Background: an optimization exercise with open tools, aiming at small area and a short achievable clock period. Do not read the settings as production practice. No functional check of the RTL was part of any run shown here.

## flow/design.v (module list and top-level ports; edited modules follow where they fit)
// module pem_frame_seq: 73 lines
// module lockin_and2: 3 lines
// module lockin_addr_gate: 3 lines
// module lockin_mixer: 28 lines
// module lockin_mac: 595 lines
// module lockin_resolve: 154 lines
// module lockin_fa: 4 lines
// module lockin_fa_fast: 4 lines
// module lockin_xor: 3 lines
// module lockin_ha: 4 lines
// module lockin_chan: 53 lines
// module frame_accum: 41 lines
// module lockin_top: 57 lines
module lockin_top (
  input  wire                          alg_clk,
  input  wire                          alg_rst_n,
  input  wire                          search_end,
  input  wire                          pem_posedge,
  input  wire [16-1:0]   ref_dat,
  input  wire                          ref_dat_valid,
  input  wire [16-1:0]     wave_sine,
  input  wire [16-1:0]     wave_cosine,
  output wire                          wave_req,
  output wire [9-1:0]     wave_addr,
  output wire                          buf_refresh,
  output wire [40-1:0]      i_sum,
  output wire [40-1:0]      q_sum,
  output wire                          sum_valid
);
  // ...
==> flow/flow/run.sh <==
#!/bin/bash
# The standard layout, with the port buffers made from the smallest buffer
# cell instead of the default choice.  Everything else is the standard flow's own flow.
set -e
cp standard.sh standard_copy.log
export BUFFER_PORTS_ARGS="-buffer_cell sky130_fd_sc_hd__buf_1"
bash standard.sh > standard.log 2>&1
==> flow/standard.sh <==
#!/bin/bash
# synth_recipe.tcl (not shown) runs the flow's synth.tcl, then flattens the netlist and writes it again
# the make line also repeats each setting of config.mk as NAME=value (left out here)
make -C /OpenROAD-flow-scripts/flow DESIGN_CONFIG=/design/flow/config.mk WORK_HOME=/design/flow/orfs CLKGATE_MAP_FILE= SYNTH_SCRIPT=/design/flow/synth_recipe.tcl "${@:-finish}"
==> flow/config.mk <==
export PLATFORM = sky130hd
export DESIGN_NAME = lockin_top
export DESIGN_NICKNAME = lockin_top
export VERILOG_FILES = /design/flow/design.v
export SDC_FILE = /design/flow/constraint.sdc
export NUM_CORES = 4
export LEC_CHECK = 0
export ABC_CLOCK_PERIOD_IN_PS = 3500
export CAP_MARGIN = 20
export CORE_MARGIN = 2
export CORE_UTILIZATION = 65
export SETUP_SLACK_MARGIN = 3.6
export SLEW_MARGIN = 20
export SYNTH_HIERARCHICAL = 1
==> flow/constraint.sdc <==
create_clock -name core_clock -period 7.0 [get_ports {alg_clk}]
set_input_delay 1.4000 -clock core_clock [delete_from_list [all_inputs] [get_ports {alg_clk}]]
set_output_delay 1.4000 -clock core_clock [all_outputs]
set_load 0.01 [all_outputs]
==> flow_summary.toml, run 1 <==
[outcome]
status = "complete, no violations"

[clock_tree]
cts_buffers = 38
cts-resized-gates = 114
postCtsHoldBufs = 0
h-tree-depth = 2
clk_path_buf_depth = 3
cts_setup_buffers = 2

[layout]
antennaDiodeCount = 0
n_all_buffers = 167
seq_cells = 327
multi_input_cells = 1602

[detailed_routing]
routed_wl_mm = 54.8

[sta]
fin_worst_skew_ns = 0.0255
setup_slack_ns = 3.66
tns_ns = 0
relSlewSlack_pct = 40.2

[min_path]
min-delay-path-class = "register to register"

[grt]
grt_use_met1_pct = 37.2
top_usage_layer = "met2"
grt_max_degree = 34
grt_antenna_before_repair = 0

[worst_setup_path]
worst-path-buf-inv = 2
critPathMaxFanout = 19
cp_top_family = "buffers and inverters"
critical_path_class = "primary input to output port"
worst_setup_path_end_kind = "output port"

[yosys]
synth_top_area_share_pct = 24.6
synth_enable_flop_cells = 0

[placement]
io_buffers = 144

[floorplanning]
rows = 72
==> inputs of run 2 (changes only) <==
--- a/flow/config.mk
+++ b/flow/config.mk
@@ -10,4 +10,6 @@
 export CORE_MARGIN = 2
 export CORE_UTILIZATION = 65
+export CTS_CLUSTER_DIAMETER = 150
+export CTS_CLUSTER_SIZE = 20
 export SETUP_SLACK_MARGIN = 3.6
 export SLEW_MARGIN = 20
==> run 2 against run 1 <==
Against the previous run:
- flip-flop and latch count unchanged
- register-to-register slack about the same
- first-iteration DRC count increased by 0.36%
- design area shrank 2.8%
- worst hold slack improved by 0.0062 ns
- synthesized cell count stayed put
- critical path depth unchanged
- critical path type unchanged
==> flow_summary.toml, run 2 <==
[outcome]
status = "complete, no violations"

[detailed_routing]
ant_nets = 0
drtIter0Drc = 1126
routed_wl_mm = 53.7
drc_errors = 0
avgRoutedWirePerCell_um = 19.2
vias_per_cell = 5.72
firstDrtPassIters = 6
vias = 16000

[layout]
reg_top3 = "u_accum.u_chan_i.st x65, u_accum.u_chan_q.st x65"
final_common_cell = "xnor2_1"
layout_common_cells = "xnor2_1, fa_1, a22oi_1, dfxtp_1, ha_1"
final_core_util_pct = 67.4
nets = 2748
drive_gt1_share_pct = 12.3
syn_to_final_growth_pct = 2.74
antennaDiodeCount = 0

[grt]
grt_max_degree = 34
track_usage_pct = 27.2
grt_overflow = 0
grt_pass1_wl_mm = 88.5
grt_antenna_before_repair = 0
grt_pass1_vias = 16900

[yosys]
syn-cell-area_sq_um = 25300
synthMostInstantiatedCell = "dfxtp_1"
yosysWarnings = 10
syn_nets = 2831
synth_largest_area_cell = "dfxtp_1"
ys_seq_area_share_pct = 26.3
ys_seq_elements = 327
synth_xor_area_share_pct = 14.4
synth_top_family_by_area = "adder cells"
synth_compound_area_share_pct = 11.1
yosys.area_share.adder_pct = 28.4
syn-instance-count = 2358
synth-main-ff-cell = "dfxtp_1"
async_flop_share_pct = 5.20
synthSimpleGateAreaFrac_pct = 8.17
synth_enable_flop_cells = 0
synth_top_area_share_pct = 24.6
muxShareOfSynthArea_pct = 2.81
yosys-top-cells-count = "dfxtp_1, xnor2_1, fa_1"
synth_area_leaders = "dfxtp_1, fa_1, xnor2_1, ha_1, a22oi_1"
avgSynthCellArea_sq_um = 10.7
synth_cell_type_count = 54

[worst_setup_path]
r2r_slack_ns = 3.66
rr_worst_depth = 8
r2r-end = "u_accum.u_chan_q.st[27]$_DFF_P_"
crit_path_start_kind = "primary input"
critPathArrivalTime_ns = 1.95
critical_path_required_ns = 5.60
critPathMaxFanout = 19
reg2reg_from = "u_accum.u_chan_q.mul_wave[14]$_DFF_P_"
worst_setup_path_end_kind = "output port"
critical_path_class = "primary input to output port"

[min_path]
min_from = "u_accum.u_chan_i.st[0]$_DFF_P_"
min-delay-path-class = "register to register"
min_path_cells = 0
worst_hold_path.endpoint = "u_accum.u_chan_i.sum[0]$_DFF_P_"

[floorplanning]
fp.coreArea_sq_um = 38500
die_x_um = 201
start_util_pct = 65.6
rows = 72
ioPinCount = 145
die_h_um = 201
dieArea_sq_um = 40400

[flow_run]
cap_violations = 0

[sta]
min_period_over_period_pct = 47.8
relSlewSlack_pct = 40.5
max_clock_freq_mhz = 299
rsz0062_at_grt = "yes"
setup_viol = 0
report.final.hold_viol_count = 0
worst_pin_slew_ns = 0.893
drv_slew = 0
period_minus_slack_ns = 3.35
tns_ns = 0
fin_worst_skew_ns = 0.0128

[clock_tree]
cts_root_buf = "clkbuf_16"
cts.sinks = 327
h-tree-depth = 1
clk_path_buf_depth = 3
cts_buffers = 20
cts_tree = "yes"
clk-insertion-delay-late_ns = 0.54
clk_pin_slew_ns = 0.08

[placement]
place_congestion = 0.855
io_buffers = 144
hpwl_mm = 38.6
## run 2: routing by layer
metal	wire [um]	GRT usage, %	part of all wire, %
met1	23300	37.0	43
met2	25900	45.7	48
met3	2690	2.75	5.0
met4	1750	8.78	3.3
met5	0	0	0
## run 2: worst max path at each step
stage                                                startpoint  cells past startpoint  slack (ns)                         endpoint
after CTS                   u_accum.u_chan_q.mul_neg[0]$_DFF_P_                      8        3.50  u_accum.u_chan_q.st[27]$_DFF_P_
after global routing      u_accum.u_chan_q.mul_wave[12]$_DFF_P_                      8        3.57  u_accum.u_chan_q.st[27]$_DFF_P_
after global placement       u_accum.u_chan_i.mul_clear$_DFF_P_                      9        3.19  u_accum.u_chan_i.st[24]$_DFF_P_
after detailed placement    u_accum.u_chan_q.mul_neg[4]$_DFF_P_                      8        3.10  u_accum.u_chan_q.st[27]$_DFF_P_
after floorplan           u_accum.u_chan_i.mul_wave[11]$_DFF_P_                     12        3.60  u_accum.u_chan_i.st[27]$_DFF_P_
final                                               pem_posedge                      3        3.65                      buf_refresh
## run 2: layout make-up
| class | count | area, sq um |
|---|---|---|
| clock buffer | 23 | 533 |
| clock inverter | 1 | 16.3 |
| fill | 3101 | 12500 |
| inverter | 158 | 593 |
| multi-input combinational | 1602 | 16400 |
| sequential | 327 | 6880 |
| tap | 518 | 648 |
| timing repair buffer | 166 | 826 |
## run 2: stage by stage
step	std cells	hold WS [ns]	setup slack, ns	cell area (sq um)
final	2795	0.351	3.65	25900
after CTS	2790	0.354	3.50	25700
after global routing	2795	0.355	3.57	25900
after global placement	2762	0.336	3.19	24900
after detailed placement	2762	0.333	3.10	24900
after floorplan	2358	0.325	3.60	25300
## run 2: timing repair
action / in CTS / in global routing
pin swaps: 1 / 11
hold buffers: 0 / 0
setup buffers: 2 / 4
endpoints found under the setup margin: 59 / 25
resized for setup: 84 / 73
endpoints found under the hold margin: 0 / 0
gates cloned: 2 / 1
## run 2: critical path: stages
cell and delay (ns):
buf_4 0.22, and2_1 0.16, buf_1 0.16
## run 2: cell families after synthesis
family | count (synthesis)
fa+ha+maj | 420
compound gates | 389
mux | 48
flops | 327
xor+xnor | 416
simple gates | 329
buf+inv | 429
## run 2: modules after synthesis (local to each module, per instance), a selection
module            copies in the design  flip-flops and latches  cells  area [sq um]
lockin_mac                           2                       0    525          3740
lockin_chan                          2                     146    254          3750
lockin_resolve                       2                       0    138          1180
lockin_fa_fast                      46                       0      2          23.8
lockin_fa                          224                       0      1          20.0
frame_accum                          1                       2      2          50.0
lockin_addr_gate                     9                       0      1          11.3
lockin_mixer                         1                      19     37           518
lockin_ha                           48                       0      1          12.5

==> what the ideal ports hide <==
The results above use ideal ports. As a check the final layouts listed here were re-extracted and re-timed, cells and wires unchanged.
Step 1: set_driving_cell puts a clkbuf_16 on alg_clk and a buf_2 on each other input, an assumption about the parent block.
Step 2 also shifts input and output timing later by t, the mid clock arrival at the registers, as if the neighbouring blocks saw the same clock.
a / b / c = ideal / step 1 / step 2; a / b = the first two.
| run | t (ns) | setup WS [ns] | worst slew at a driven data input, ns |
|---|---|---|---|
| run 1 | 0.619 | 3.657 / 3.634 / 3.634 | 0.03 |
| run 2 | 0.599 | 3.655 / 3.631 / 3.631 | 0.03 |
After both steps setup and hold are still met in every run listed. For run 2, which loses most, drivers alone change the setup slack by -0.024 ns; drivers and shift together by -0.024 ns.
